Context: an optimization exercise on an open-source flow, tuned for small area. The choices shown serve that exercise and are no tape-out recipe.
Function was checked by simulation only, so behaviour that the tests miss may differ from the original.

Setup of build 82:
// branch_predictor_bht
module branch_predictor_bht #(
  parameter int DATA_WIDTH = 32,
  parameter int INDEX_BITS = 6,
  parameter int TAG_BITS   = 8,
  parameter int CNT_WIDTH  = 16
) (
  input  logic                  clk,
  input  logic                  rst,
  input  logic [DATA_WIDTH-1:0] IF_PC,
  output logic                  IF_Predict_Taken,
  output logic [DATA_WIDTH-1:0] IF_Predict_Target,
  input  logic                  EX_Update_en,
  input  logic                  EX_Is_Jump,
  input  logic [DATA_WIDTH-1:0] EX_PC,
  input  logic                  EX_Taken,
  input  logic [DATA_WIDTH-1:0] EX_Target,
  input  logic                  EX_Predict_Taken,
  output logic                  EX_Mispredict,
  output logic [CNT_WIDTH-1:0]  Stat_Branches,
  output logic [CNT_WIDTH-1:0]  Stat_Mispredicts
);
Size: ~5,700 cells after synthesis, about 170 I/O pins, ~0.10 mm2 of cells after synthesis.
export LEC_CHECK = 0
export CAP_MARGIN = 20
export CORE_MARGIN = 2
export CORE_UTILIZATION = 50
export CTS_BUF_LIST = sky130_fd_sc_hd__clkbuf_8
export CTS_CLUSTER_DIAMETER = 100
export CTS_CLUSTER_SIZE = 13
export SETUP_SLACK_MARGIN = 0.3
export SLEW_MARGIN = 20
create_clock -name core_clock -period 8.0 [get_ports {clk}]
standard.sh (not shown) runs the stock make flow with config.mk's settings and CLKGATE_MAP_FILE= SYNTH_SCRIPT=/design/flow/synth_recipe.tcl, a recipe that flattens the netlist after the stock synthesis.
==> flow/flow/run.sh <==
#!/bin/bash
# The standard layout (standard.sh) with two changes:
#  - synthesis maps the logic with an area-oriented ABC script (flow/abc_map.script) in
#    place of ORFS's abc_speed.script; buffering and sizing are left to the placer's repair;
#  - the large buffers are added to the platform's don't-use list, so the resizer repairs
#    high-fanout nets with small buffers.
# Registers, their names and cell types are those of the standard synthesis: only the ABC
# step, which runs after flip-flop mapping, differs.
set -euo pipefail
here=$(pwd)
rm -rf "$here/scripts"
cp -r "$FLOW_HOME/scripts" "$here/scripts"
cp "$here/flow/abc_map.script" "$here/scripts/abc_speed.script"
export SCRIPTS_DIR="$here/scripts"
plat=$(make -s -C "$FLOW_HOME" DESIGN_CONFIG="$here/config.mk" WORK_HOME="$here/orfs_query" print-DONT_USE_CELLS 2> "$here/dont_use_query.log" | sed -n 's/^DONT_USE_CELLS[ :=]*//p')
[[ -n "$plat" ]] || { echo "no platform DONT_USE_CELLS" >&2; exit 1; }
big="sky130_fd_sc_hd__buf_6 sky130_fd_sc_hd__buf_8 sky130_fd_sc_hd__buf_12 sky130_fd_sc_hd__buf_16 sky130_fd_sc_hd__bufbuf_8 sky130_fd_sc_hd__bufbuf_16 sky130_fd_sc_hd__bufinv_8 sky130_fd_sc_hd__bufinv_16"
echo "DONT_USE_CELLS=$plat $big" > "$here/dont_use.txt"
bash standard.sh "DONT_USE_CELLS=$plat $big" finish > standard.log 2>&1
==> flow/flow/abc_map.script <==
&get -n
&st
&dch -f
&nf -F 4 -A 4
&st
&syn2
&dch -f
&nf -F 4 -A 4
&st
&dch -f
&nf -F 4 -A 4
&put
Although it ran to completion, build 82 produced a layout that fails the final checks because of negative setup slack.
For build 5, these inputs were changed with respect to build 82:
- SETUP_SLACK_MARGIN now 0.5, was 0.3
==> flow/flow/run.sh <==
#!/bin/bash
# The standard layout (standard.sh) with three changes:
#  - synthesis maps the logic with an area-oriented ABC script (flow/abc_map.script) in
#    place of ORFS's abc_speed.script; buffering and sizing are left to the placer's repair;
#  - the largest buffers are added to the platform's don't-use list, so the resizer repairs
#    high-fanout nets with smaller buffers;
#  - every port is still buffered, with buf_2 in place of the delay cell buffer_ports picks.
# Registers, their names and cell types are those of the standard synthesis: only the ABC
# step, which runs after flip-flop mapping, differs.
set -euo pipefail
here=$(pwd)
rm -rf "$here/scripts"
cp -r "$FLOW_HOME/scripts" "$here/scripts"
cp "$here/flow/abc_map.script" "$here/scripts/abc_speed.script"
export SCRIPTS_DIR="$here/scripts"
plat=$(make -s -C "$FLOW_HOME" DESIGN_CONFIG="$here/config.mk" WORK_HOME="$here/orfs_query" print-DONT_USE_CELLS 2> "$here/dont_use_query.log" | sed -n 's/^DONT_USE_CELLS[ :=]*//p')
[[ -n "$plat" ]] || { echo "no platform DONT_USE_CELLS" >&2; exit 1; }
big="sky130_fd_sc_hd__buf_8 sky130_fd_sc_hd__buf_12 sky130_fd_sc_hd__buf_16 sky130_fd_sc_hd__bufbuf_8 sky130_fd_sc_hd__bufbuf_16 sky130_fd_sc_hd__bufinv_8 sky130_fd_sc_hd__bufinv_16"
echo "DONT_USE_CELLS=$plat $big" > "$here/dont_use.txt"
bash standard.sh "DONT_USE_CELLS=$plat $big" "BUFFER_PORTS_ARGS=-buffer_cell sky130_fd_sc_hd__buf_2" finish > standard.log 2>&1
Notes after the runs:
Build 5 ended with less wire length of the first global-routing pass than build 82.
Post-layout net count went down slightly going from build 82 to build 5.
As of build 5, post-route cell area had risen slightly compared to build 82.
Build 5: flow completed, timing, DRC and antenna clean
Final checks on build 82, whose flow otherwise completed, came back failing, citing negative setup slack.
Compared with build 82, the router placed fewer vias in build 5.
When build 5 is measured against build 82, its critical path depth turns out 5 lower.
~same worst hold margin in build 5 and build 82
[inputs] build 40 vs build 5
- SETUP_SLACK_MARGIN: 0.5 -> 0.3
==> flow/run.sh (new file) <==
#!/bin/bash
# synth_recipe.tcl (not shown) runs the flow's synth.tcl, then flattens the netlist and writes it again
# the make line also repeats each setting of config.mk as NAME=value (left out here)
make -C /OpenROAD-flow-scripts/flow DESIGN_CONFIG=/design/flow/config.mk WORK_HOME=/design/flow/orfs CLKGATE_MAP_FILE= SYNTH_SCRIPT=/design/flow/synth_recipe.tcl finish
removed: flow/flow/run.sh
removed: flow/flow/abc_map.script
removed: flow/standard.sh
Notes after the runs:
- From build 5 to build 40 the numbers moved as follows: sequential share of layout area went down by 4.6 points, share of the synthesized netlist area taken by xor and xnor gates went up by 0.22 points.
- Re gate count of the mapped netlist: build 40 and build 5 aren't equal, and the higher value belongs to build 40.
- Side by side, worst-case register-to-register setup slack turned out higher in build 40 than in build 5.
- Min multi-input logic portion of the cell area across build 40 and build 5: build 5
- The run showing the greater area growth from synthesis to layout is build 40.
## Diff of input files: build 38 against build 40
- GPL_TIMING_DRIVEN: unset -> 0
- CTS_BUF_LIST: sky130_fd_sc_hd__clkbuf_8 -> sky130_fd_sc_hd__clkbuf_16
- CTS_CLUSTER_SIZE: 13 -> 25
- SETUP_SLACK_MARGIN: 0.3 -> 0.2
### Flow results
- Between build 40 and build 38, count of clock-buffer cells in the layout is higher for build 40, build 38 comes in under that.
- Compared build 38 vs build 40, and global-route usage over all layers is up in build 38.
- Looking only at via-per-instance ratio, and setting everything else aside, the higher value of build 40 and build 38 goes to build 38.
- Build 38 had finished all stages when the layout checks came back failing, citing negative setup slack.
- On build 38: number of vias after detailed routing is 3,619 higher than what build 40 gave.
The following lists how build 95 was set up differently from build 38:
- GPL_TIMING_DRIVEN no longer set, was 0
- CTS_BUF_LIST now sky130_fd_sc_hd__clkbuf_8, was sky130_fd_sc_hd__clkbuf_16
- SETUP_SLACK_MARGIN now 0.5, was 0.2
- CTS_CLUSTER_SIZE now 13, was 25
==> flow/flow/run.sh (new file) <==
#!/bin/bash
# The standard layout (standard.sh) with three changes:
#  - synthesis maps the logic with an area-oriented ABC script (flow/abc_map.script) in
#    place of ORFS's abc_speed.script; buffering and sizing are left to the placer's repair;
#  - the largest buffers are added to the platform's don't-use list, so the resizer repairs
#    high-fanout nets with smaller buffers;
#  - every port is still buffered, with buf_1 in place of the delay cell buffer_ports picks.
# Registers, their names and cell types are those of the standard synthesis: only the ABC
# step, which runs after flip-flop mapping, differs.
set -euo pipefail
here=$(pwd)
rm -rf "$here/scripts"
cp -r "$FLOW_HOME/scripts" "$here/scripts"
cp "$here/flow/abc_map.script" "$here/scripts/abc_speed.script"
export SCRIPTS_DIR="$here/scripts"
plat=$(make -s -C "$FLOW_HOME" DESIGN_CONFIG="$here/config.mk" WORK_HOME="$here/orfs_query" print-DONT_USE_CELLS 2> "$here/dont_use_query.log" | sed -n 's/^DONT_USE_CELLS[ :=]*//p')
[[ -n "$plat" ]] || { echo "no platform DONT_USE_CELLS" >&2; exit 1; }
big="sky130_fd_sc_hd__buf_8 sky130_fd_sc_hd__buf_12 sky130_fd_sc_hd__buf_16 sky130_fd_sc_hd__bufbuf_8 sky130_fd_sc_hd__bufbuf_16 sky130_fd_sc_hd__bufinv_8 sky130_fd_sc_hd__bufinv_16"
echo "DONT_USE_CELLS=$plat $big" > "$here/dont_use.txt"
bash standard.sh "DONT_USE_CELLS=$plat $big" "BUFFER_PORTS_ARGS=-buffer_cell sky130_fd_sc_hd__buf_1" finish > standard.log 2>&1
==> flow/flow/abc_map.script (new file) <==
&get -n
&st
&dch -f
&nf -F 4 -A 4
&st
&syn2
&dch -f
&nf -F 4 -A 4
&st
&dch -f
&nf -F 4 -A 4
&put
mfs3 -a
==> flow/standard.sh (new file) <==
#!/bin/bash
# synth_recipe.tcl (not shown) runs the flow's synth.tcl, then flattens the netlist and writes it again
# the make line also repeats each setting of config.mk as NAME=value (left out here)
make -C /OpenROAD-flow-scripts/flow DESIGN_CONFIG=/design/flow/config.mk WORK_HOME=/design/flow/orfs CLKGATE_MAP_FILE= SYNTH_SCRIPT=/design/flow/synth_recipe.tcl "${@:-finish}"
removed: flow/run.sh
--- outcome ---
Stage in which a tool error killed build 95: synthesis (1_2_yosys).
diff inputs: build 95 => build 11
- clearing CTS_BUF_LIST, which used to be sky130_fd_sc_hd__clkbuf_8
- clearing CTS_CLUSTER_DIAMETER, which used to be 100
- clearing CTS_CLUSTER_SIZE, which used to be 13
- clearing SETUP_SLACK_MARGIN, which used to be 0.5
- swapping 50 for 30 in CORE_UTILIZATION
==> flow/run.sh (new file) <==
#!/bin/bash
# synth_recipe.tcl (not shown) runs the flow's synth.tcl, then flattens the netlist and writes it again
# the make line also repeats each setting of config.mk as NAME=value (left out here)
make -C /OpenROAD-flow-scripts/flow DESIGN_CONFIG=/design/flow/config.mk WORK_HOME=/design/flow/orfs CLKGATE_MAP_FILE= SYNTH_SCRIPT=/design/flow/synth_recipe.tcl finish
removed: flow/flow/run.sh
removed: flow/flow/abc_map.script
removed: flow/standard.sh
## What came out
- Build 11 -> stages 100% | layout checks FAIL | negative setup slack

-- static timing again, ports no longer ideal --
The results above use ideal ports. As a check the final layouts listed here were re-extracted and re-timed, cells and wires unchanged.
Step 1: set_driving_cell puts a clkbuf_16 on clk and a buf_2 on each other input, an assumption about the parent block.
Step 2 adds t to the input delays and takes it off the output delays; t is the mean of the earliest and latest rising clock arrival at the registers after step 1. Input paths then give back, and output paths get back, about the clock's delay inside the block.
Three values: ideal ports, drivers, drivers and shift; two values: the first two.
run	t, ns	slack for setup (ns)	worst setup path at the end
build 82	1.202	-0.305 / -0.342 / -0.774	input to register
build 5	1.188	0.239 / 0.112 / -0.692	input to register
build 40	1.144	0.099 / 0.075 / 0.075	input to output
build 38	0.968	-0.269 / -0.200 / -1.168	input to register
build 11	1.044	-0.064 / -0.094 / -0.455	input to register
Met with ideal ports but missed after step 2: setup timing in build 5. For build 5, which loses most, drivers alone change the setup slack by -0.127 ns; drivers and shift together by -0.931 ns.
